What follows belongs to an exercise in optimizing a design on an open flow for small area, a short achievable clock period and few clock cycles; a production flow would make more cautious choices. At most, simulation tests tie the RTL to the original design; equivalence was not proved. No functional check of the RTL was part of runs 1 to 4.

### flow/constraint.sdc
create_clock -name core_clock -period 6.0 [get_ports {clk}]
set_input_delay 1.2000 -clock core_clock [delete_from_list [all_inputs] [get_ports {clk}]]
set_output_delay 1.2000 -clock core_clock [all_outputs]
set_load 0.01 [all_outputs]
### flow/run.sh
#!/bin/bash
# synth_recipe.tcl (not shown) runs the flow's synth.tcl, then flattens the netlist and writes it again
# the make line also repeats each setting of config.mk as NAME=value (left out here)
make -C /OpenROAD-flow-scripts/flow DESIGN_CONFIG=/design/flow/config.mk WORK_HOME=/design/flow/orfs CLKGATE_MAP_FILE= SYNTH_SCRIPT=/design/flow/synth_recipe.tcl finish
### flow/design.v
`timescale 1ns/1ns
module acc_top (
  input  logic        clk,
  input  logic        arst_n,
  input  logic        reg_wr_en,
  input  logic [2:0]  reg_wr_addr,
  input  logic [31:0] reg_wr_data,
  input  logic [2:0]  reg_rd_addr,
  output logic [31:0] reg_rd_data,
  output logic        mem_req,
  output logic [15:0] mem_addr,
  input  logic        mem_gnt,
  input  logic        mem_rvalid,
  input  logic [31:0] mem_rdata,
  output logic        out_valid,
  output logic [31:0] out_data,
  output logic        out_last,
  input  logic        out_credit
);
  logic [15:0] k_base, k_len, x_base, x_len, a_base, a_len;
  logic        busy;
  logic [7:0]  done_cnt;
  logic        ctrl_go;
  logic        job_done;
  assign ctrl_go = reg_wr_en && (reg_wr_addr == 3'd6) && reg_wr_data[0] && !busy;
  always_ff @(posedge clk or negedge arst_n) begin
    if (!arst_n) begin
      k_base <= '0;
      k_len  <= '0;
      x_base <= '0;
      x_len  <= '0;
      a_base <= '0;
      a_len  <= '0;
    end else if (reg_wr_en) begin
      case (reg_wr_addr)
        3'd0: k_base <= reg_wr_data[15:0];
        3'd1: k_len  <= reg_wr_data[15:0];
        3'd2: x_base <= reg_wr_data[15:0];
        3'd3: x_len  <= reg_wr_data[15:0];
        3'd4: a_base <= reg_wr_data[15:0];
        3'd5: a_len  <= reg_wr_data[15:0];
        default: ;
      endcase
    end
  end
  always_ff @(posedge clk or negedge arst_n) begin
    if (!arst_n) begin
      busy     <= 1'b0;
      done_cnt <= '0;
    end else if (ctrl_go) begin
      busy <= 1'b1;
    end else if (job_done) begin
      busy     <= 1'b0;
      done_cnt <= done_cnt + 1'b1;
    end
  end
  always_comb begin
    reg_rd_data = '0;
    case (reg_rd_addr)
      3'd0: reg_rd_data[15:0] = k_base;
      3'd1: reg_rd_data[15:0] = k_len;
      3'd2: reg_rd_data[15:0] = x_base;
      3'd3: reg_rd_data[15:0] = x_len;
      3'd4: reg_rd_data[15:0] = a_base;
      3'd5: reg_rd_data[15:0] = a_len;
      3'd6: begin
        reg_rd_data[0]    = busy;
        reg_rd_data[15:8] = done_cnt;
      end
      default: ;
    endcase
  end
  logic [15:0] kp, xp, ap;    
  logic [15:0] pairs_left;    
  logic        iss_x;         
  logic        iss_a;         
  logic        iss_end;       
  logic [2:0]  a_req;         
  logic [2:0]  outst;         
  logic [2:0]  credits;       
  logic        grant;
  logic [15:0] addr_inc;
  assign mem_req  = busy && !iss_end && (outst <= 3'd5) && (!iss_a || (credits != 3'd0));
  assign mem_addr = iss_a ? ap : (iss_x ? xp : kp);
  assign grant    = mem_req && mem_gnt;
  assign addr_inc = mem_addr + 1'b1;
  always_ff @(posedge clk) begin
    if (ctrl_go) begin
      kp         <= k_base;
      xp         <= x_base;
      ap         <= a_base;
      pairs_left <= k_len;
      iss_x      <= 1'b0;
      iss_a      <= 1'b0;
      iss_end    <= 1'b0;
      a_req      <= '0;
    end else if (grant) begin
      if (iss_a) begin
        ap    <= addr_inc;
        a_req <= a_req + 1'b1;
        if (a_req == 3'd3) iss_end <= 1'b1;
      end else if (!iss_x) begin
        kp    <= addr_inc;
        iss_x <= 1'b1;
      end else begin
        xp         <= addr_inc;
        iss_x      <= 1'b0;
        pairs_left <= pairs_left - 1'b1;
        if (pairs_left == 16'd1) iss_a <= 1'b1;
      end
    end
  end
  always_ff @(posedge clk or negedge arst_n) begin
    if (!arst_n) begin
      outst   <= '0;
      credits <= 3'd4;
    end else begin
      outst   <= outst + 3'(grant) - 3'(mem_rvalid);
      credits <= credits - 3'(grant && iss_a) + 3'(out_credit);
    end
  end
  logic        rsp_a;       
  logic        rsp_x;       
  logic [2:0]  a_rsp;       
  logic [2:0]  a_out;       
  logic        rv_k, rv_x, rv_a;
  logic [31:0] k_reg;       
  logic [31:0] x_reg;       
  assign rsp_a = (outst <= a_req);
  assign rv_a  = mem_rvalid && rsp_a;
  assign rv_k  = mem_rvalid && !rsp_a && !rsp_x;
  assign rv_x  = mem_rvalid && !rsp_a && rsp_x;
  always_ff @(posedge clk) begin
    if (ctrl_go) begin
      rsp_x <= 1'b0;
      a_rsp <= '0;
    end else begin
      if (rv_k || rv_x) rsp_x <= !rsp_x;
      if (rv_a) a_rsp <= a_rsp + 1'b1;
    end
    if (rv_k || (rv_a && !a_rsp[0])) k_reg <= mem_rdata;
    if (rv_x || (rv_a && a_rsp[0]))  x_reg <= mem_rdata;
  end
  logic        par;
  logic        first;       
  logic        mac1, mac2;  
  logic [15:0] k_op;        
  logic [7:0]  ring_a [4][2];
  logic [7:0]  ring_b [4][2];
  always_ff @(posedge clk or negedge arst_n) begin
    if (!arst_n) begin
      mac1 <= 1'b0;
      mac2 <= 1'b0;
    end else begin
      mac1 <= rv_x;
      mac2 <= mac1;
    end
  end
  always_ff @(posedge clk) begin
    par <= ctrl_go ? 1'b0 : !par;
    if (ctrl_go) first <= 1'b1;
    else if (mac2) first <= 1'b0;
    if (rv_x || mac1) k_op <= par ? k_reg[15:0] : k_reg[31:16];
    else              k_op <= '0;
  end
  for (genvar r = 0; r < 4; r++) begin : g_row
    for (genvar j = 0; j < 2; j++) begin : g_unit
      logic [7:0] prod;
      logic [7:0] base;
      assign prod = x_reg[8*r +: 8] * k_op[8*j +: 8];
      assign base = first ? 8'd0 : ring_a[r][j];
      always_ff @(posedge clk) begin
        ring_a[r][j] <= ring_b[r][j];
        ring_b[r][j] <= base + prod;
      end
    end
  end
  logic [1:0]  oc;
  logic        in_a;
  logic        col_busy;
  logic [31:0] psum;
  assign oc       = a_out[1:0];
  assign in_a     = (oc[1] == par);
  assign col_busy = mac2 && in_a;    
  assign psum     = oc[0] ? x_reg : k_reg;
  always_comb begin
    for (int r = 0; r < 4; r++) begin
      out_data[8*r +: 8] = (in_a ? ring_a[r][oc[0]] : ring_b[r][oc[0]]) + psum[8*r +: 8];
    end
  end
  assign out_valid = busy && (a_rsp != a_out) && !col_busy;
  assign out_last  = (oc == 2'd3);
  assign job_done  = out_valid && out_last;
  always_ff @(posedge clk) begin
    if (ctrl_go) a_out <= '0;
    else if (out_valid) a_out <= a_out + 1'b1;
  end
endmodule
### flow/config.mk
export PLATFORM = sky130hd
export DESIGN_NAME = acc_top
export DESIGN_NICKNAME = acc_top
export VERILOG_FILES = /design/flow/design.v
export SDC_FILE = /design/flow/constraint.sdc
export NUM_CORES = 4
export LEC_CHECK = 0
export CAP_MARGIN = 20
export CORE_MARGIN = 2
export CORE_UTILIZATION = 40
export SLEW_MARGIN = 20
==> results.cfg, run 1 <==
[routing]
vias = 17100
drt_iter0_drc = 884
firstDrtPassIters = 7
wl_um = 63500
wl_per_cell_um = 18.8
ant_nets = 0
drc = 0
post_drt_via_cell_ratio = 5.06

[timing]
slew_headroom_pct = 24.0
post-route-min-period_ns = 5.54
slew_viol_final = 0
whs_ns = 0.336
setup-violations-final = 0
tns_ns = 0
worst_pin_slew_ns = 1.14
finalCritPeriodShare_pct = 92.4
timing.fmax_mhz = 180
final_hold_viol_count = 0
clock_skew_ns = 0.0183
rsz0062_at_grt = false

[logic_synthesis]
postSynthAreaPerCell_um2 = 10.8
synthesis.area_mm2 = 0.0257
synth-main-ff-cell = dfxtp_1
yosysWarnings = 3
ys_seq_area_share_pct = 38.3
synth-seq-cells = 400
yosysTopAreaCell = edfxtp_1
synth-edff-count = 128
synth.top_cells.by_area = edfxtp_1 15%, dfxtp_1 12%, fa_1 12%, dfrtp_1 11%, ha_1 8.8%
synth_top_cell_area_share_pct = 14.9
ys_types = 68
syn_inst = 2392
async_flop_share_pct = 28.2

[run]
maxCapViolCount = 0

[worst_setup_path]
worstRegToRegCells = 14
start_kind = flip-flop
rr_startpoint = k_op[0]$_SDFF_PN0_
critPathBufInv = 2
critPathKind = flip-flop to output port
path_max_fanout = 12
cp_slowest_cell = mux4_2
crit_family = compound AO/OA/AOI/OAI gates
ff2ff_setup_slack_ns = 1.34
cp_num_cells = 10
reg2reg_to = ring_b[2][7]$_DFF_P_
cp_cell_sequence = xor2_4, buf_4, mux4_2, ha_1, a21o_1, a21oi_1, o21ai_0, o41ai_1, xnor2_1, clkdlybuf4s50_1
startpoint = a_out[1]$_SDFFE_PP0P_
slowest_delay_ns = 0.57
endpoint = out_data[23]
critPathRequiredTime_ns = 4.80
arrival_ns = 4.34
cp-end-kind = output port

[status]
status = timing/DRC/antenna clean

[clock_network]
clkLatencyLatePin_ns = 0.59
cts-resized-gates = 0
cts_tree = yes
clk_pin_slew_worst_paths_ns = 0.06
ctsRootBufferMaster = clkbuf_16
h-tree-depth = 2
cts_made_buffers = 46
cts_setup_buffers = 0
cts_buffer_depth = 3
cts_sinks = 400
holdBufCountCts = 0

[place]
hpwl_um = 46000
port_buffers = 126
place_congestion = 0.843

[global_routing]
overflow = 0
grt_start_max_net_pins = 74
antenna_found_initial = 0
grt_pass1_vias = 17900
track_usage_pct = 19.3
grt_pass1_wl_um = 101000

[floorplan]
core.rowCount = 92
die_area_mm2 = 0.0663
die_w_um = 258
num_io_pins = 159
die_y_um = 258
coreArea_mm2 = 0.0633
initial_utilization_pct = 40.6

[final_layout]
n_fill_cell = 5842
reg_top3 = ring_a: 64 flops, ring_b: 64 flops
drive_gt1_share_pct = 12.7
postLayoutCoreUtil_pct = 46.6
mostFrequentLayoutCell = nand2_1
mostFrequentLayoutCells = 317 x nand2_1, 291 x inv_1, 180 x ha_1
antenna_cells = 0
syn_to_final_growth_pct = 14.7
finalNetCount = 2903

[min_path]
min_path_type = flip-flop to flip-flop
[kinds of logic (layout without fill, tap and decap cells)]
kind of cell    after synthesis  after routing  synth area share, %
compound gates              195            195                 5.05
xor+xnor                    213            213                 7.28
fa+ha+maj                   330            330                 20.4
buf+inv                     414            542                 6.48
flops                       400            400                 38.3
mux                         230            230                 11.3
other cells                   1             16               0.0146
simple gates                609            609                 11.2
[metrics by stage]
stage          cells  worst slack (ns)  cell area [um^2]
4_1_cts         3381             0.358             29500
5_1_grt         3381             0.225             29500
2_1_floorplan   2407              1.63             25800
3_5_place_dp    3295              1.03             27900
6_report        3381             0.456             29500
3_3_place_gp    3294             0.980             27900
[routing by layer]
layer  global-route usage, %  part of all wire (%)  wire [um]  vias up
met5                       0                     0          0        -
met4                    4.91                   1.9       1180        0
met3                    2.31                   4.1       2620       84
met2                    33.4                    49      31300      350
met1                    25.7                    45      28400     8672
li1                        -                     -          -     8018
[worst min-delay path by stage]
stage | slack, ns | start | end | depth (start not counted)
floorplan | 0.33 | ring_b[0][0]$_DFF_P_ | ring_a[0][0]$_DFF_P_ | 0
global placement | 0.33 | ring_b[2][1]$_DFF_P_ | ring_a[2][1]$_DFF_P_ | 0
detailed placement | 0.33 | ring_b[2][3]$_DFF_P_ | ring_a[2][3]$_DFF_P_ | 0
CTS | 0.33 | ring_b[2][6]$_DFF_P_ | ring_a[2][6]$_DFF_P_ | 0
global route | 0.34 | ring_b[2][6]$_DFF_P_ | ring_a[2][6]$_DFF_P_ | 0
finish | 0.34 | ring_b[2][6]$_DFF_P_ | ring_a[2][6]$_DFF_P_ | 0
[final cells by class]
class                           count  area (um^2)  share of cell area, %
Clock buffer                       55         1230                   4.19
Timing Repair Buffer              163         1580                   5.35
Inverter                          293         1100                   3.73
Tap cell                          846         1060                   3.59
Clock inverter                     31          342                   1.16
Sequential cell                   400         9860                   33.4
Multi-Input combinational cell   1593        14300                   48.6
[cell usage after synthesis, types with 9 or more instances]
cell      count
dfxtp_1     159
a21oi_1      44
nand2_1     317
xor2_1       49
buf_2         9
nand3_1      12
o21ai_0      35
fa_1        150
buf_1        16
nor3_1       11
mux4_2       34
mux2i_1      61
xnor2_1     163
and2_1       88
nor2b_1      36
clkbuf_1     72
ha_1        180
buf_4        20
a22oi_1      16
mux2_2      135
nor2_1       93
inv_1       291
o21a_1       15
edfxtp_1    128
dfrtp_1     112
a21o_1       38
==> run 2, diff against run 1 <==
--- a/flow/design.v
+++ b/flow/design.v
@@ -1,3 +1,69 @@
+`timescale 1ns/1ns
+module mac8 (
+  input  logic [7:0] x,
+  input  logic [7:0] k,
+  input  logic [7:0] acc,
+  output logic [7:0] s
+);
+  logic [7:0] pp [8];
+  logic [7:0] row_a, row_b;
+  logic t1, t2, t3, t4, t5, t6, t7, t8, t9, t10, t11, t12, t13, t14, t15, t16, t17, t18, t19, t20, t21, t22, t23, t24, t25, t26, t27, t28, t29, t30, t31, t32, t33, t34, t35, t36, t37, t38, t39, t40, t41, t42, t43, t44, t45, t46, t47, t48, t49;
+  for (genvar i = 0; i < 8; i++) begin : g_pp
+    assign pp[i] = x & {8{k[i]}};
+  end
+  assign t1 = pp[0][5] ^ pp[1][4];
+  assign t2 = pp[0][5] & pp[1][4];
+  assign t3 = pp[0][6] ^ pp[1][5] ^ pp[2][4];
+  assign t4 = (pp[0][6] & pp[1][5]) | (pp[0][6] & pp[2][4]) | (pp[1][5] & pp[2][4]);
+  assign t5 = pp[3][3] ^ pp[4][2];
+  assign t6 = pp[3][3] & pp[4][2];
+  assign t7 = pp[0][7] ^ pp[1][6] ^ pp[2][5];
+  assign t8 = pp[3][4] ^ pp[4][3] ^ pp[5][2];
+  assign t9 = pp[6][1] ^ pp[7][0];
+  assign t10 = pp[0][3] ^ pp[1][2];
+  assign t11 = pp[0][3] & pp[1][2];
+  assign t12 = pp[0][4] ^ pp[1][3] ^ pp[2][2];
+  assign t13 = (pp[0][4] & pp[1][3]) | (pp[0][4] & pp[2][2]) | (pp[1][3] & pp[2][2]);
+  assign t14 = pp[3][1] ^ pp[4][0];
+  assign t15 = pp[3][1] & pp[4][0];
+  assign t16 = t1 ^ pp[2][3] ^ pp[3][2];
+  assign t17 = (t1 & pp[2][3]) | (t1 & pp[3][2]) | (pp[2][3] & pp[3][2]);
+  assign t18 = pp[4][1] ^ pp[5][0] ^ acc[5];
+  assign t19 = (pp[4][1] & pp[5][0]) | (pp[4][1] & acc[5]) | (pp[5][0] & acc[5]);
+  assign t20 = t3 ^ t5 ^ pp[5][1];
+  assign t21 = (t3 & t5) | (t3 & pp[5][1]) | (t5 & pp[5][1]);
+  assign t22 = pp[6][0] ^ acc[6] ^ t2;
+  assign t23 = (pp[6][0] & acc[6]) | (pp[6][0] & t2) | (acc[6] & t2);
+  assign t24 = t7 ^ t8 ^ t9;
+  assign t25 = acc[7] ^ t4 ^ t6;
+  assign t26 = pp[0][2] ^ pp[1][1];
+  assign t27 = pp[0][2] & pp[1][1];
+  assign t28 = t10 ^ pp[2][1] ^ pp[3][0];
+  assign t29 = (t10 & pp[2][1]) | (t10 & pp[3][0]) | (pp[2][1] & pp[3][0]);
+  assign t30 = t12 ^ t14 ^ acc[4];
+  assign t31 = (t12 & t14) | (t12 & acc[4]) | (t14 & acc[4]);
+  assign t32 = t16 ^ t18 ^ t13;
+  assign t33 = (t16 & t18) | (t16 & t13) | (t18 & t13);
+  assign t34 = t20 ^ t22 ^ t17;
+  assign t35 = (t20 & t22) | (t20 & t17) | (t22 & t17);
+  assign t36 = t24 ^ t25 ^ t21;
+  assign t37 = pp[0][1] ^ pp[1][0];
+  assign t38 = pp[0][1] & pp[1][0];
+  assign t39 = t26 ^ pp[2][0] ^ acc[2];
+  assign t40 = (t26 & pp[2][0]) | (t26 & acc[2]) | (pp[2][0] & acc[2]);
+  assign t41 = t28 ^ acc[3] ^ t27;
+  assign t42 = (t28 & acc[3]) | (t28 & t27) | (acc[3] & t27);
+  assign t43 = t30 ^ t11 ^ t29;
+  assign t44 = (t30 & t11) | (t30 & t29) | (t11 & t29);
+  assign t45 = t32 ^ t15 ^ t31;
+  assign t46 = (t32 & t15) | (t32 & t31) | (t15 & t31);
+  assign t47 = t34 ^ t19 ^ t33;
+  assign t48 = (t34 & t19) | (t34 & t33) | (t19 & t33);
+  assign t49 = t36 ^ t23 ^ t35;
+  assign row_a = {t49, t47, t45, t43, t41, t39, t37, pp[0][0]};
+  assign row_b = {t48, t46, t44, t42, t40, t38, acc[1], acc[0]};
+  assign s = row_a + row_b;
+endmodule
 `timescale 1ns/1ns
 module acc_top (
   input  logic        clk,
@@ -165,13 +231,13 @@
   end
   for (genvar r = 0; r < 4; r++) begin : g_row
     for (genvar j = 0; j < 2; j++) begin : g_unit
-      logic [7:0] prod;
       logic [7:0] base;
-      assign prod = x_reg[8*r +: 8] * k_op[8*j +: 8];
+      logic [7:0] sum;
       assign base = first ? 8'd0 : ring_a[r][j];
+      mac8 u_mac (.x(x_reg[8*r +: 8]), .k(k_op[8*j +: 8]), .acc(base), .s(sum));
       always_ff @(posedge clk) begin
         ring_a[r][j] <= ring_b[r][j];
-        ring_b[r][j] <= base + prod;
+        ring_b[r][j] <= sum;
       end
     end
   end
--- a/flow/config.mk
+++ b/flow/config.mk
@@ -8,4 +8,5 @@
 export CAP_MARGIN = 20
 export CORE_MARGIN = 2
 export CORE_UTILIZATION = 40
+export SETUP_SLACK_MARGIN = 3.2
 export SLEW_MARGIN = 20
==> results.cfg, run 2 <==
[worst_setup_path]
start_kind = flip-flop
path_max_fanout = 5
arrival_ns = 3.30
ff2ff_setup_slack_ns = 2.37
critPathKind = flip-flop to output port
critPathRequiredTime_ns = 4.80
cp-end-kind = output port

[timing]
slew_viol_final = 0
post-route-min-period_ns = 4.50
worst_pin_slew_ns = 1.10
finalCritPeriodShare_pct = 75.1
rsz0062_at_grt = true
clock_skew_ns = 0.0675
setup-violations-final = 0
slew_headroom_pct = 26.1
whs_ns = 0.343
timing.fmax_mhz = 222
final_hold_viol_count = 0
tns_ns = 0
setup_ws_ns = 1.50

[routing]
wl_um = 75200
highest_layer = met4
route.met2.wl_um = 37300
post_drt_via_cell_ratio = 5.27
drt_iter0_drc = 1282
routedLengthMet1_um = 31900
firstDrtPassIters = 5
ant_nets = 0
drc = 0
vias = 18700
wl_per_cell_um = 21.2
met3WireLength_um = 3710

[global_routing]
overflow = 0
antenna_found_initial = 2
track_usage_pct = 22.5
grt_pass1_wl_um = 115000
grt_start_max_net_pins = 65
grt_pass1_vias = 19500

[final_layout]
reg_top3 = ring_a: 64 flops, ring_b: 64 flops
finalNetCount = 3031
final_cell_count_no_fill = 3556
n_fill_cell = 5335
mostFrequentLayoutCells = 217 x nand2_1, 151 x xnor2_1, 148 x inv_1
drive_gt1_share_pct = 34.5
syn_to_final_growth_pct = 32.9
mostFrequentLayoutCell = nand2_1

[floorplan]
coreArea_mm2 = 0.0630
initial_utilization_pct = 40.4
num_io_pins = 159
die_w_um = 256
die_area_mm2 = 0.0656
core.rowCount = 92
die_y_um = 256

[run]
maxCapViolCount = 0

[clock_network]
cts_buffer_depth = 3
clkLatencyLatePin_ns = 0.64
cts_sinks = 400
cts_tree = yes
cts_made_buffers = 46
clk_pin_slew_worst_paths_ns = 0.06
h-tree-depth = 2
ctsRootBufferMaster = clkbuf_16

[logic_synthesis]
synth-main-ff-cell = dfxtp_1
synth_top_cell_area_share_pct = 15.1
synth_commonest_cells = 237 x nand2_1, 181 x inv_1, 177 x xnor2_1
ys_types = 72
synth-edff-count = 128
async_flop_share_pct = 28.2
synth_most_common_cell = nand2_1
yosysTopAreaCell = edfxtp_1
postSynthAreaPerCell_um2 = 10.9
ys_seq_area_share_pct = 38.8
synthesis.area_mm2 = 0.0254
synth-seq-cells = 400
yosysWarnings = 5
synth.top_cells.by_area = edfxtp_1 15%, dfxtp_1 13%, dfrtp_1 11%, fa_1 11%, ha_1 7.3%
syn_inst = 2330

[place]
port_buffers = 126
dp_slack_ns = 1.19
place_congestion = 0.863
hpwl_um = 46500
dp.cells = 3222

[min_path]
min_path_type = flip-flop to flip-flop

[status]
status = timing/DRC/antenna clean
[run 2: cell count changes in the layout (fill, tap and decap cells not counted), sizes merged, moves of 16 or more]
cell	delta
fa	-16
buf	+299
ha	-31
inv	-113
nand2	-80
nor2b	+19
clkdlybuf4s50	-73
o21a	+22
nor2	+31
and2	+60
[run 2: repair_timing]
item / 4_1_cts / 5_1_grt
cloned: 10 / 2
hold buffers: 0 / 0
resized for setup: 539 / 191
setup endpoints to repair: 304 / 197
setup buffers: 172 / 64
pin swaps: 100 / 147
[run 2: logic make-up (layout without fill, tap and decap cells)]
| group | after synthesis | after routing | synth area share [%] |
|---|---|---|---|
| and+or+nand+nor | 652 | 655 | 12.5 |
| DFF | 400 | 400 | 38.8 |
| buffers and inverters | 301 | 662 | 4.91 |
| adders and majority gates | 283 | 283 | 17.9 |
| AOI/OAI and AO/OA | 234 | 234 | 6.18 |
| muxes | 234 | 234 | 11.8 |
| xor gates and xnor gates | 225 | 225 | 7.90 |
| other | 1 | 17 | 0.0147 |
[run 2: final cells by class]
cell class	instances	area (um^2)	share of cell area, %
multi-input cells	1647	16500	48.7
diodes	1	2.50	0.00741
clock inverters	25	307	0.907
flip-flops and latches	400	9910	29.3
clock buffers	60	1250	3.71
well taps	846	1060	3.13
inverters	181	684	2.03
repair buffers	396	4100	12.1
[run 2: layer usage]
layer,up-vias,GRT usage [%]
li1,8470,-
met1,9592,29.6
met2,542,38.3
met3,142,3.05
met4,0,7.13
met5,-,0
[run 2: worst max-delay path, cell delays in order, from the launching register on]
cell and delay, ns:
dfxtp_4 0.37, buf_12 0.13, xnor2_4 0.17, buf_12 0.15, buf_6 0.10, mux4_2 0.35
ha_4 0.23, a21o_1 0.17, a21oi_4 0.18, o22ai_4 0.11, o41ai_4 0.35, xnor2_2 0.20
buf_2 0.19
[run 2: final timing paths]
kind                                            start  cells past startpoint                     to
worst max-delay path            a_out[1]$_SDFFE_PP0P_                     12           out_data[23]
worst min-delay path             ring_b[7][6]$_DFF_P_                      0   ring_a[7][6]$_DFF_P_
worst max register to register    x_reg[10]$_DFFE_PP_                     14   ring_b[2][7]$_DFF_P_
worst min register to register   ring_b[7][6]$_DFF_P_                      0   ring_a[7][6]$_DFF_P_
max in group asynchronous                      arst_n                      2  a_base[9]$_DFFE_PN0P_
min in group asynchronous                      arst_n                      1   a_len[1]$_DFFE_PN0P_
[run 2: through the flow]
step	instance area (um^2)	utilization (%)
floorplan	26600	-
global placement	28200	44.9
detailed placement	28300	44.9
CTS	32400	51.4
global route	33800	53.7
finish	33800	53.7
==> run 3, diff against run 2 <==
--- a/flow/config.mk
+++ b/flow/config.mk
@@ -5,8 +5,9 @@
 export SDC_FILE = /design/flow/constraint.sdc
 export NUM_CORES = 4
 export LEC_CHECK = 0
+export ABC_CLOCK_PERIOD_IN_PS = 3000
 export CAP_MARGIN = 20
 export CORE_MARGIN = 2
 export CORE_UTILIZATION = 40
-export SETUP_SLACK_MARGIN = 3.2
+export SETUP_SLACK_MARGIN = 2.8
 export SLEW_MARGIN = 20
==> results.cfg, run 3 <==
[final_layout]
finalNetCount = 3029
antenna_cells = 0
reg_top3 = ring_a: 64 flops, ring_b: 64 flops
mostFrequentLayoutCell = nand2_1
multiInputGateArea_mm2 = 0.0162
mostFrequentLayoutCells = 224 x nand2_1, 160 x buf_4, 157 x xnor2_1
syn_to_final_growth_pct = 31.0
drive_gt1_share_pct = 32.4
n_fill_cell = 5394
seqCellArea_mm2 = 0.00990
postLayoutCoreUtil_pct = 52.9

[global_routing]
grt_pass1_vias = 18900
track_usage_pct = 21.8
grt_pass1_wl_um = 111000
overflow = 0
antenna_found_initial = 0
grt_start_max_net_pins = 58

[routing]
met3WireLength_um = 4600
routedLengthMet1_um = 32800
vias = 18400
drc = 0
firstDrtPassIters = 7
post_drt_via_cell_ratio = 5.19
wl_um = 74100
route.met2.wl_um = 34700
ant_nets = 0
highest_layer = met4
drt_iter0_drc = 1073
wl_per_cell_um = 20.9

[floorplan]
die_w_um = 256
num_io_pins = 159
coreArea_mm2 = 0.0630
core.rowCount = 92
initial_utilization_pct = 40.4
die_area_mm2 = 0.0656
die_y_um = 256

[timing]
slew_headroom_pct = 29.0
rsz0062_at_grt = true
post-route-min-period_ns = 4.50
worst_pin_slew_ns = 1.06
setup-violations-final = 0
timing.fmax_mhz = 222
clock_skew_ns = 0.0429
finalCritPeriodShare_pct = 75.0
slew_viol_final = 0
final_hold_viol_count = 0
tns_ns = 0

[place]
hpwl_um = 45900
place_congestion = 0.836
port_buffers = 126

[worst_setup_path]
ff2ff_setup_slack_ns = 2.14
arrival_ns = 3.30
worstRegToRegCells = 14
slowest_delay_ns = 0.54
cp_num_cells = 13
crit_family = multiplexers
cp_cell_sequence = xor2_4, buf_12, mux4_2, ha_4, inv_2, fa_2, nor2b_2, o21ai_2, a21boi_2, o21a_1, nor2_2, xnor2_1, buf_2
start_kind = flip-flop
critPathKind = flip-flop to output port
path_max_fanout = 6
cp_slowest_cell = mux4_2
critPathRequiredTime_ns = 4.80
cp-end-kind = output port
critPathBufInv = 3

[clock_network]
cts_sinks = 400
cts_buffer_depth = 3
cts_tree = yes
h-tree-depth = 2
holdBufCountCts = 0
clk_pin_slew_worst_paths_ns = 0.06
cts_made_buffers = 47
ctsRootBufferMaster = clkbuf_16
clkLatencyLatePin_ns = 0.61

[logic_synthesis]
postSynthAreaPerCell_um2 = 10.9
yosysWarnings = 5
synthesis.area_mm2 = 0.0254
synth-main-ff-cell = dfxtp_1
ys_seq_area_share_pct = 38.8
ys_types = 72
synth_commonest_cells = 237 x nand2_1, 181 x inv_1, 177 x xnor2_1
synth_most_common_cell = nand2_1
synth-edff-count = 128
synth.top_cells.by_area = edfxtp_1 15%, dfxtp_1 13%, dfrtp_1 11%, fa_1 11%, ha_1 7.3%
syn_inst = 2330
synth-seq-cells = 400
async_flop_share_pct = 28.2
synth_top_cell_area_share_pct = 15.1
yosysTopAreaCell = edfxtp_1

[min_path]
min_path_type = flip-flop to flip-flop
hold_depth = 0

[run]
maxCapViolCount = 0

[status]
status = timing/DRC/antenna clean
[run 3: changes by cell type in the layout (fill, tap and decap cells not counted), sizes merged, moves of 3 or more]
cell | previous run | this run
clkinv | 18 | 4
buf | 337 | 322
clkdlybuf4s50 | 52 | 55
dlygate4sd2 | 1 | 13
clkbuf | 62 | 76
[run 3: layout make-up]
| cell class | instances | area share (%) |
|---|---|---|
| Timing Repair Buffer | 395 | 11.7 |
| Tap cell | 846 | 3.18 |
| Multi-Input combinational cell | 1645 | 48.7 |
| Clock inverter | 11 | 0.657 |
| Inverter | 181 | 2.05 |
| Sequential cell | 400 | 29.7 |
| Clock buffer | 75 | 4.06 |
[run 3: worst paths after layout]
check / from / to
setup / recovery: par$_SDFF_PP0_ / out_data[30]
setup reg to reg: k_op[8]$_SDFF_PN0_ / ring_b[7][7]$_DFF_P_
hold / removal: ring_b[1][7]$_DFF_P_ / ring_a[1][7]$_DFF_P_
min in group asynchronous: arst_n / x_len[1]$_DFFE_PN0P_
hold reg to reg: ring_b[1][7]$_DFF_P_ / ring_a[1][7]$_DFF_P_
max in group asynchronous: arst_n / outst[2]$_DFF_PN0_
[run 3: timing repair]
action,CTS,global route
cloned,4,2
buffers inserted,180,51
pin swaps,129,132
resized for setup,465,184
endpoints found under the setup margin,162,132
[run 3: cell families (layout without fill, tap and decap cells)]
group	count (synthesis)	in the layout	share of synthesized area, %
and+or+nand+nor	652	653	12.5
xor gates and xnor gates	225	225	7.90
adders and majority gates	283	283	17.9
muxes	234	234	11.8
other	1	16	0.0147
AOI/OAI and AO/OA	234	234	6.18
DFF	400	400	38.8
buffers and inverters	301	662	4.91
[run 3: stage by stage]
step	std cells	instance area (um^2)	setup slack [ns]	hold slack, ns
3_3_place_gp	3227	27900	0.967	0.331
4_1_cts	3498	32000	1.51	0.321
5_1_grt	3553	33300	1.33	0.333
2_1_floorplan	2345	26200	2.15	0.326
3_5_place_dp	3228	27900	0.994	0.332
6_report	3553	33300	1.50	0.325
[run 3: per-layer routing]
metal / up-vias / track usage, %
li1: 8465 / -
met4: 0 / 6.22
met3: 120 / 4.07
met5: - / 0
met1: 9343 / 30.2
met2: 499 / 35.0
[run 3: worst reg2reg max path: stages, from the launching register on]
cell	delay, ns
dfxtp_4	0.45
buf_4	0.25
nand2_4	0.07
fa_1	0.54
inv_1	0.06
fa_1	0.50
inv_1	0.06
fa_1	0.47
inv_1	0.05
fa_1	0.49
ha_4	0.30
nor2_1	0.05
nor2_2	0.16
o41ai_4	0.13
xnor2_1	0.14
==> run 4, diff against run 3 <==
--- a/flow/design.v
+++ b/flow/design.v
@@ -246,7 +246,6 @@
   logic        col_busy;
   logic [31:0] psum;
   assign oc       = a_out[1:0];
-  assign in_a     = (oc[1] == par);
   assign col_busy = mac2 && in_a;    
   assign psum     = oc[0] ? x_reg : k_reg;
   always_comb begin
@@ -258,7 +257,14 @@
   assign out_last  = (oc == 2'd3);
   assign job_done  = out_valid && out_last;
   always_ff @(posedge clk) begin
-    if (ctrl_go) a_out <= '0;
-    else if (out_valid) a_out <= a_out + 1'b1;
+    if (ctrl_go) begin
+      a_out <= '0;
+      in_a  <= 1'b1;
+    end else if (out_valid) begin
+      a_out <= a_out + 1'b1;
+      in_a  <= ((oc[1] ^ oc[0]) == !par);
+    end else begin
+      in_a  <= (oc[1] == !par);
+    end
   end
 endmodule
==> results.cfg, run 4 <==
[logic_synthesis]
synth.top_cells.by_area = edfxtp_1 15%, dfxtp_1 13%, dfrtp_1 11%, fa_1 11%, ha_1 7.4%
ys_seq_area_share_pct = 39.0
ys_types = 68
syn_inst = 2329
async_flop_share_pct = 28.2
synth_top_cell_area_share_pct = 15.2
yosysTopAreaCell = edfxtp_1
synthesis.area_mm2 = 0.0253
synth-edff-count = 128
synth-seq-cells = 401
postSynthAreaPerCell_um2 = 10.9
synth_commonest_cells = 237 x nand2_1, 183 x xnor2_1, 178 x inv_1
synth_most_common_cell = nand2_1
synth-main-ff-cell = dfxtp_1
yosysWarnings = 5

[min_path]
hold_depth = 0
hold_end = ring_a[4][6]$_DFF_P_
min_path_type = flip-flop to flip-flop
hold_start = ring_b[4][6]$_DFF_P_

[global_routing]
grt_start_max_net_pins = 85
use_met1_pct = 27.7
met2_usage_pct = 39.1
overflow = 0
grt_pass1_vias = 19500
grt.busiest_layer = met2
grt_pass1_wl_um = 113000
grtUsageMet3_pct = 3.46
track_usage_pct = 22.3
antenna_found_initial = 1

[worst_setup_path]
cp-end-kind = output port
critPathKind = flip-flop to output port
cp_cell_sequence = buf_12, mux4_2, ha_4, a21o_1, a21oi_2, nand2b_1, a21oi_2, o41a_1, xnor2_2, buf_2
start_kind = flip-flop
critPathRequiredTime_ns = 4.80
cp_slowest_cell = mux4_2
rr_startpoint = x_reg[21]$_DFFE_PP_
arrival_ns = 3.23
worstRegToRegCells = 14
path_common_cell = a21oi_2
path_max_fanout = 6
ff2ff_setup_slack_ns = 2.35
reg2reg_to = ring_b[4][7]$_DFF_P_
slowest_delay_ns = 0.54

[final_layout]
mostFrequentLayoutCell = nand2_1
reg_top3 = ring_a: 64 flops, ring_b: 64 flops
antenna_cells = 0
finalNetCount = 3007
syn_to_final_growth_pct = 30.9
mostFrequentLayoutCells = 215 x nand2_1, 162 x xnor2_1, 151 x inv_1
drive_gt1_share_pct = 32.1

[clock_network]
cts_made_buffers = 47
clkLatencyLatePin_ns = 0.60
cts_buffer_depth = 3
ctsRootBufferMaster = clkbuf_16
cts_sinks = 401
clk_pin_slew_worst_paths_ns = 0.06
h-tree-depth = 2
cts_tree = yes

[place]
hpwl_um = 46700
port_buffers = 126
place_congestion = 0.822

[timing]
final_hold_viol_count = 0
finalCritPeriodShare_pct = 73.9
post-route-min-period_ns = 4.43
slew_viol_final = 0
tns_ns = 0
setup-violations-final = 0
rsz0062_at_grt = true
clock_skew_ns = 0.0259
slew_headroom_pct = 24.4
timing.fmax_mhz = 226
worst_pin_slew_ns = 1.13

[routing]
vias = 18500
wl_per_cell_um = 21.1
wl_um = 74500
ant_nets = 0
drc = 0
firstDrtPassIters = 6
post_drt_via_cell_ratio = 5.23
drt_iter0_drc = 1113

[floorplan]
die_area_mm2 = 0.0654
die_y_um = 256
initial_utilization_pct = 40.3
core.rowCount = 92
die_w_um = 256
num_io_pins = 159
coreArea_mm2 = 0.0629

[run]
maxCapViolCount = 0

[status]
status = timing/DRC/antenna clean
==> run 4: changes by cell type after synthesis, moves of 7 or more <==
| cell | delta |
|---|---|
| clkbuf_1 | +8 |
| mux2_4 | -7 |
| a21oi_1 | +9 |
| a21o_1 | +23 |
| o21a_1 | -13 |
| o21ai_0 | -11 |
| xor2_1 | -7 |
| mux2i_1 | +8 |
==> run 4: final cells by class <==
class	instances	area, um^2
multi-input cells	1639	16100
well taps	846	1060
inverters	180	688
flip-flops and latches	401	9920
repair buffers	379	3840
clock inverters	23	264
clock buffers	65	1340
fillers	5412	29700
==> run 4: kinds of logic (layout without fill, tap and decap cells) <==
logic type,after synthesis,in the layout,share of synthesized area [%]
adder cells (fa/ha/maj),283,283,17.9
AO/OA/AOI/OAI,241,242,6.49
buffers and inverters,305,647,5.02
XOR/XNOR,222,222,7.67
multiplexers,228,228,11.3
AND/OR/NAND/NOR,648,648,12.6
other,1,16,0.0148
flip-flops,401,401,39.0
==> run 4: metal layers <==
metal / vias up / wire, um / share of wire (%)
met5: - / 12 / 0.016
met4: 2 / 2600 / 3.5
met3: 155 / 3740 / 5.0
met2: 508 / 37500 / 50
met1: 9366 / 30600 / 41
li1: 8436 / - / -
==> run 4: through the flow <==
stage / instance area, um^2 / std cells / hold WS [ns] / setup WS [ns] / util, %
6_report: 33200 / 3533 / 0.347 / 1.57 / 52.8
4_1_cts: 31700 / 3462 / 0.345 / 1.52 / 50.4
5_1_grt: 33200 / 3533 / 0.350 / 1.50 / 52.8
2_1_floorplan: 26000 / 2344 / 0.326 / 2.37 / -
3_5_place_dp: 27700 / 3219 / 0.333 / 1.11 / 44.1
3_3_place_gp: 27700 / 3219 / 0.332 / 1.14 / 44.1
==> run 4: worst max-delay path by stage <==
stage | start | end | slack [ns] | depth (start not counted)
final | a_out[0]$_SDFFE_PP0P_ | out_data[15] | 1.57 | 10
after global routing | a_out[0]$_SDFFE_PP0P_ | out_data[15] | 1.50 | 10
after CTS | a_out[0]$_SDFFE_PP0P_ | out_data[15] | 1.52 | 10
after detailed placement | reg_rd_addr[0] | reg_rd_data[8] | 1.11 | 6
after global placement | reg_rd_addr[0] | reg_rd_data[8] | 1.14 | 6
after floorplan | a_out[0]$_SDFFE_PP0P_ | out_data[15] | 2.37 | 10
==> run 4: what timing repair did <==
action,in CTS,in global routing
pin swaps,92,148
gates cloned,6,2
gates resized for setup,459,210
setup endpoints to repair,143,166
hold buffers,0,0
buffers inserted,149,67
==> run 4: critical path, delay by kind of cell (launching register included) <==
family / cells / cell delay (ns)
AOI/OAI and AO/OA: 4 / 0.75
and+or+nand+nor: 1 / 0.14
buffers and inverters: 2 / 0.31
muxes: 1 / 0.54
DFF: 1 / 0.38
xor gates and xnor gates: 1 / 0.28
adders and majority gates: 1 / 0.23
==> run 5, diff against run 4 <==
--- a/flow/design.v
+++ b/flow/design.v
@@ -248,19 +248,28 @@
   assign oc       = a_out[1:0];
   assign col_busy = mac2 && in_a;    
   assign psum     = oc[0] ? x_reg : k_reg;
+  logic        emit;
+  logic [31:0] sum_out;
   always_comb begin
     for (int r = 0; r < 4; r++) begin
-      out_data[8*r +: 8] = (in_a ? ring_a[r][oc[0]] : ring_b[r][oc[0]]) + psum[8*r +: 8];
-    end
-  end
-  assign out_valid = busy && (a_rsp != a_out) && !col_busy;
-  assign out_last  = (oc == 2'd3);
-  assign job_done  = out_valid && out_last;
+      sum_out[8*r +: 8] = (in_a ? ring_a[r][oc[0]] : ring_b[r][oc[0]]) + psum[8*r +: 8];
+    end
+  end
+  assign emit = busy && (a_rsp != a_out) && !col_busy;
+  always_ff @(posedge clk or negedge arst_n) begin
+    if (!arst_n) out_valid <= 1'b0;
+    else         out_valid <= emit;
+  end
+  always_ff @(posedge clk) begin
+    out_data <= sum_out;
+    out_last <= (oc == 2'd3);
+  end
+  assign job_done = out_valid && out_last;
   always_ff @(posedge clk) begin
     if (ctrl_go) begin
       a_out <= '0;
       in_a  <= 1'b1;
-    end else if (out_valid) begin
+    end else if (emit) begin
       a_out <= a_out + 1'b1;
       in_a  <= ((oc[1] ^ oc[0]) == !par);
     end else begin
--- a/flow/config.mk
+++ b/flow/config.mk
@@ -9,5 +9,4 @@
 export CAP_MARGIN = 20
 export CORE_MARGIN = 2
 export CORE_UTILIZATION = 40
-export SETUP_SLACK_MARGIN = 2.8
 export SLEW_MARGIN = 20
==> results.cfg, run 5 <==
[final_layout]
mostFrequentLayoutCells = 246 x nand2_1, 190 x dfxtp_1, 186 x inv_1
final_area_mm2 = 0.0298
reg_top3 = ring_a: 64 flops, ring_b: 64 flops
mostFrequentLayoutCell = nand2_1
n_fill_cell = 5891
antenna_cells = 0
finalNetCount = 2839
syn_to_final_growth_pct = 14.6
drive_gt1_share_pct = 11.9

[global_routing]
overflow = 0
grt_pass1_wl_um = 102000
track_usage_pct = 19.6
grt_pass1_vias = 18200
antenna_found_initial = 0
grt_start_max_net_pins = 83

[logic_synthesis]
synth-edff-count = 128
synthesis.area_mm2 = 0.0260
yosysTopAreaCell = dfxtp_1
synth_most_common_cell = nand2_1
postSynthAreaPerCell_um2 = 10.9
synth_xor_xnor_area_share_pct = 7.56
synth-seq-cells = 435
synth-compound-area-share_pct = 5.95
yosysWarnings = 5
ys_seq_area_share_pct = 40.7
synth_mux_area_share_pct = 11.2
synthSimpleGateAreaFrac_pct = 12.2
synth-main-ff-cell = dfxtp_1
ys_types = 68
synth_commonest_cells = 246 x nand2_1, 193 x dfxtp_1, 186 x inv_1
synth_top_cell_area_share_pct = 14.9
synth.top_cells.by_area = dfxtp_1 15%, edfxtp_1 15%, dfrtp_1 11%, fa_1 10%, ha_1 7.2%
synth_top_family_by_area = adder cells
syn_inst = 2376
synthAdderAreaFrac_pct = 17.5
async_flop_share_pct = 26.2

[worst_setup_path]
start_kind = input pin
arrival_ns = 3.79
critPathKind = input pin to output port
worstRegToRegCells = 11
slowest_delay_ns = 0.73
critPathRequiredTime_ns = 4.80
cp-end-kind = output port
cp_cell_sequence = clkdlybuf4s50_1, buf_4, nor2_1, a21oi_1, o22ai_1, a31o_2, clkdlybuf4s50_1
path_common_cell = clkdlybuf4s50_1
cp_slowest_cell = clkdlybuf4s50_1
cp_num_cells = 7
critPathBufInv = 3
crit_family = buffers and inverters
path_max_fanout = 17

[timing]
setup-violations-final = 0
finalCritPeriodShare_pct = 83.1
rsz0062_at_grt = false
slew_headroom_pct = 27.3
post-route-min-period_ns = 4.99
worst_pin_slew_ns = 1.09
clock_skew_ns = 0.0482
final_hold_viol_count = 0
slew_viol_final = 0
tns_ns = 0
timing.fmax_mhz = 201

[place]
post_dp_cell_area_mm2 = 0.0281
place_congestion = 0.834
hpwl_um = 45300
port_buffers = 126

[run]
maxCapViolCount = 0

[clock_network]
cts_buffer_depth = 3
cts_made_buffers = 50
holdBufCountCts = 0
cts_sinks = 435
clkLatencyLatePin_ns = 0.64
cts-resized-gates = 0
cts_setup_buffers = 0
ctsRootBufferMaster = clkbuf_16
clk_pin_slew_worst_paths_ns = 0.06
cts_tree = yes
h-tree-depth = 2

[floorplan]
die_area_mm2 = 0.0670
die_w_um = 259
num_io_pins = 159
coreArea_mm2 = 0.0643
die_y_um = 259
core.rowCount = 93
initial_utilization_pct = 40.4

[routing]
vias = 17300
wl_per_cell_um = 19.0
drt_iter0_drc = 846
wl_um = 64200
firstDrtPassIters = 8
post_drt_via_cell_ratio = 5.12
drc = 0
ant_nets = 0

[min_path]
min_path_type = flip-flop to flip-flop
hold_depth = 0

[status]
status = timing/DRC/antenna clean
-- run 5: cell types whose count changed after synthesis, moves of 7 or more --
cell,change
inv_1,+8
a21oi_1,+7
buf_2,-7
dfxtp_1,+33
nand2_1,+9
-- run 5: layer usage --
layer | GRT usage (%) | routed length [um]
met3 | 2.60 | 2530
met4 | 6.34 | 1890
met2 | 33.2 | 31000
met5 | 0 | 0
met1 | 25.9 | 28800
-- run 5: worst paths after layout --
path | startpoint | end | slack (ns)
hold / removal | ring_b[2][7]$_DFF_P_ | ring_a[2][7]$_DFF_P_ | 0.31
setup reg to reg | k_op[1]$_SDFF_PN0_ | ring_b[0][7]$_DFF_P_ | 1.65
max in group asynchronous | arst_n | k_base[1]$_DFFE_PN0P_ | 4.06
min in group asynchronous | arst_n | k_base[6]$_DFFE_PN0P_ | 0.66
hold reg to reg | ring_b[2][7]$_DFF_P_ | ring_a[2][7]$_DFF_P_ | 0.31
setup / recovery | reg_rd_addr[0] | reg_rd_data[8] | 1.01
-- run 5: kinds of logic after synthesis --
| family | after synthesis |
|---|---|
| and+or+nand+nor | 656 |
| other | 1 |
| adders and majority gates | 283 |
| DFF | 435 |
| muxes | 232 |
| AOI/OAI and AO/OA | 236 |
| buffers and inverters | 309 |
| xor gates and xnor gates | 224 |
-- run 5: layout make-up --
class	instances	area, um^2	area share [%]
Tap cell	855	1070	3.59
Inverter	186	698	2.35
Clock inverter	24	263	0.883
Multi-Input combinational cell	1647	14200	47.8
Sequential cell	435	10600	35.5
Clock buffer	69	1410	4.73
Timing Repair Buffer	160	1520	5.11
-- run 5: stage by stage --
stage	hold WS (ns)	std cells	util (%)	setup slack, ns
after floorplan	0.326	2391	-	2.04
after global placement	0.332	3281	43.6	1.03
after detailed placement	0.334	3282	43.6	1.01
after CTS	0.307	3375	46.2	1.00
after global routing	0.319	3376	46.3	0.915
final	0.311	3376	46.3	1.01
-- run 5: worst reg2reg max path, delay by kind of cell, from the launching register on --
kind	cells	cell delay [ns]
adders and majority gates	5	2.28
DFF	1	0.87
AOI/OAI and AO/OA	1	0.57
and+or+nand+nor	1	0.18
buffers and inverters	3	0.16
xor gates and xnor gates	1	0.15
Testbench counts of run 5, summed over its fixed seeds: cycles 9,964.
==> run 6, diff against run 5 <==
--- a/flow/config.mk
+++ b/flow/config.mk
@@ -9,4 +9,5 @@
 export CAP_MARGIN = 20
 export CORE_MARGIN = 2
 export CORE_UTILIZATION = 40
+export SETUP_SLACK_MARGIN = 2.8
 export SLEW_MARGIN = 20
==> results.cfg, run 6 <==
[status]
status = timing/DRC/antenna clean

[global_routing]
grt_pass1_wl_um = 110000
track_usage_pct = 21.3
grt_pass1_vias = 19200
overflow = 0
antenna_found_initial = 1
grt_start_max_net_pins = 69

[floorplan]
coreArea_mm2 = 0.0643
initial_utilization_pct = 40.4
die_y_um = 259
core.rowCount = 93
num_io_pins = 159
die_area_mm2 = 0.0670
die_w_um = 259

[worst_setup_path]
path_max_fanout = 4
arrival_ns = 4.16
crit_family = adder cells
critPathKind = flip-flop to flip-flop
cp_cell_sequence = buf_6, nand2_4, fa_1, inv_1, fa_1, inv_1, fa_1, inv_1, fa_1, ha_4, nor3_2, nor2_1, o41ai_2, xnor2_1
start_kind = flip-flop
critPathRequiredTime_ns = 6.45
cp-end-kind = flip-flop
slowest_delay_ns = 0.54
path_common_cell = fa_1
critPathBufInv = 4
cp_slowest_cell = fa_1

[place]
port_buffers = 126
place_congestion = 0.838
hpwl_um = 45400

[clock_network]
h-tree-depth = 2
ctsRootBufferMaster = clkbuf_16
holdBufCountCts = 0
clkLatencyLatePin_ns = 0.64
cts_buffer_depth = 3
cts_made_buffers = 49
clk_pin_slew_worst_paths_ns = 0.06
cts_sinks = 435
cts_tree = yes

[final_layout]
antenna_cells = 0
finalNetCount = 3003
mostFrequentLayoutCell = nand2_1
drive_gt1_share_pct = 24.7
syn_to_final_growth_pct = 26.0
mostFrequentLayoutCells = 235 x nand2_1, 178 x xnor2_1, 178 x dfxtp_1
reg_top3 = ring_a: 64 flops, ring_b: 64 flops

[logic_synthesis]
synth-main-ff-cell = dfxtp_1
synthesis.area_mm2 = 0.0260
postSynthAreaPerCell_um2 = 10.9
ys_types = 68
synth-seq-cells = 435
synth_most_common_cell = nand2_1
ys_seq_area_share_pct = 40.7
synth_commonest_cells = 246 x nand2_1, 193 x dfxtp_1, 186 x inv_1
syn_inst = 2376
synth.top_cells.by_area = dfxtp_1 15%, edfxtp_1 15%, dfrtp_1 11%, fa_1 10%, ha_1 7.2%
yosysWarnings = 5
yosysTopAreaCell = dfxtp_1
synth-edff-count = 128
async_flop_share_pct = 26.2
synth_top_cell_area_share_pct = 14.9

[routing]
drc = 0
wl_um = 71100
firstDrtPassIters = 5
post_drt_via_cell_ratio = 5.15
wl_per_cell_um = 20.1
ant_nets = 0
vias = 18200
drt_iter0_drc = 949

[timing]
worst_pin_slew_ns = 1.07
finalCritPeriodShare_pct = 61.8
post-route-min-period_ns = 3.71
setup-violations-final = 0
final_hold_viol_count = 0
slew_headroom_pct = 28.4
timing.fmax_mhz = 270
slew_viol_final = 0
clock_skew_ns = 0.0560
rsz0062_at_grt = true
tns_ns = 0

[min_path]
min_path_type = flip-flop to flip-flop

[run]
maxCapViolCount = 0
run 6: metrics by stage:
| stage | worst slack [ns] | cells | cell area (um^2) | util [%] | hold WS, ns |
|---|---|---|---|---|---|
| finish | 2.29 | 3540 | 32700 | 50.8 | 0.305 |
| global route | 2.19 | 3540 | 32700 | 50.8 | 0.319 |
| CTS | 2.32 | 3505 | 32000 | 49.7 | 0.299 |
| detailed placement | 1.21 | 3274 | 28200 | 43.8 | 0.334 |
| global placement | 1.21 | 3274 | 28200 | 43.8 | 0.331 |
| floorplan | 2.36 | 2391 | 26400 | - | 0.326 |
run 6: kinds of logic after synthesis:
group	synth area share, %
AND/OR/NAND/NOR	12.2
buffers and inverters	4.87
flip-flops	40.7
adder cells (fa/ha/maj)	17.5
other	0.0144
multiplexers	11.2
AO/OA/AOI/OAI	5.95
XOR/XNOR	7.56
run 6: timing repair:
item                       in CTS  in global routing
gates cloned                    7                  0
gates resized for setup       297                113
setup endpoints to repair     131                101
buffers inserted              132                 35
pin swaps                      75                 62
run 6: path summary, 6_finish.rpt:
kind	startpoint	endpoint	slack, ns	cells past startpoint
hold / removal	ring_b[2][7]$_DFF_P_	ring_a[2][7]$_DFF_P_	0.31	0
setup reg to reg	x_reg[12]$_DFFE_PP_	ring_b[3][7]$_DFF_P_	2.29	14
hold reg to reg	ring_b[2][7]$_DFF_P_	ring_a[2][7]$_DFF_P_	0.31	0
min in group asynchronous	arst_n	k_base[13]$_DFFE_PN0P_	0.67	1
max in group asynchronous	arst_n	outst[2]$_DFF_PN0_	4.05	2
setup / recovery	x_reg[12]$_DFFE_PP_	ring_b[3][7]$_DFF_P_	2.29	14
run 6: final cells by class:
class,instances,area (um^2)
Clock buffer,62,1350
Tap cell,855,1070
Clock inverter,30,415
Timing Repair Buffer,325,3310
Inverter,186,706
Sequential cell,435,10600
Multi-Input combinational cell,1647,15200
Fill cell,5522,31600
run 6: metal layers:
metal | wire length [um] | GRT usage (%)
met5 | 0 | 0
met4 | 2180 | 6.84
met3 | 3060 | 3.14
met2 | 35700 | 37.7
met1 | 30100 | 26.8
run 6: worst reg2reg max path: stages (launching register included):
cell	delay [ns]
edfxtp_1	0.46
buf_6	0.15
nand2_4	0.05
fa_1	0.54
inv_1	0.05
fa_1	0.47
inv_1	0.05
fa_1	0.48
inv_1	0.05
fa_1	0.49
ha_4	0.20
nor3_2	0.23
nor2_1	0.10
o41ai_2	0.09
xnor2_1	0.15

==> static timing again, ports no longer ideal <==
In the flow no input, the clock included, has a driving cell. The finished layouts below were timed again as built, in two steps. Step 1 assumes that a clkbuf_16 drives the clock port and a buf_2 every other input. Step 2 adds t to the input delays and takes it off the output delays; t is the mean of the earliest and latest rising clock arrival at the registers after step 1. Input paths then give back, and output paths get back, about the clock's delay inside the block. a / b / c = ideal ports / drivers / drivers and shift; a / b = the first two.
| run | shift t [ns] | slack for setup (ns) | hold WS [ns] | cell pins on the clock port's net |
|---|---|---|---|---|
| run 1 | 0.636 | 0.456 / 0.399 / 1.035 | 0.336 / 0.336 / 0.336 | 1 |
| run 2 | 0.666 | 1.497 / 1.435 / 2.102 | 0.343 / 0.343 / 0.343 | 1 |
| run 3 | 0.655 | 1.498 / 1.434 / 2.089 | 0.325 / 0.325 / 0.325 | 1 |
| run 4 | 0.647 | 1.566 / 1.510 / 2.157 | 0.347 / 0.347 / 0.347 | 1 |
| run 5 | 0.670 | 1.014 / 0.991 / 0.991 | 0.311 / 0.311 / 0.311 | 1 |
| run 6 | 0.667 | 2.290 / 2.277 / 2.277 | 0.305 / 0.305 / 0.305 | 1 |
After both steps every run listed still meets setup and hold. The setup slack of run 5, which loses most, moves by -0.023 ns with the drivers and by -0.023 ns with both steps.
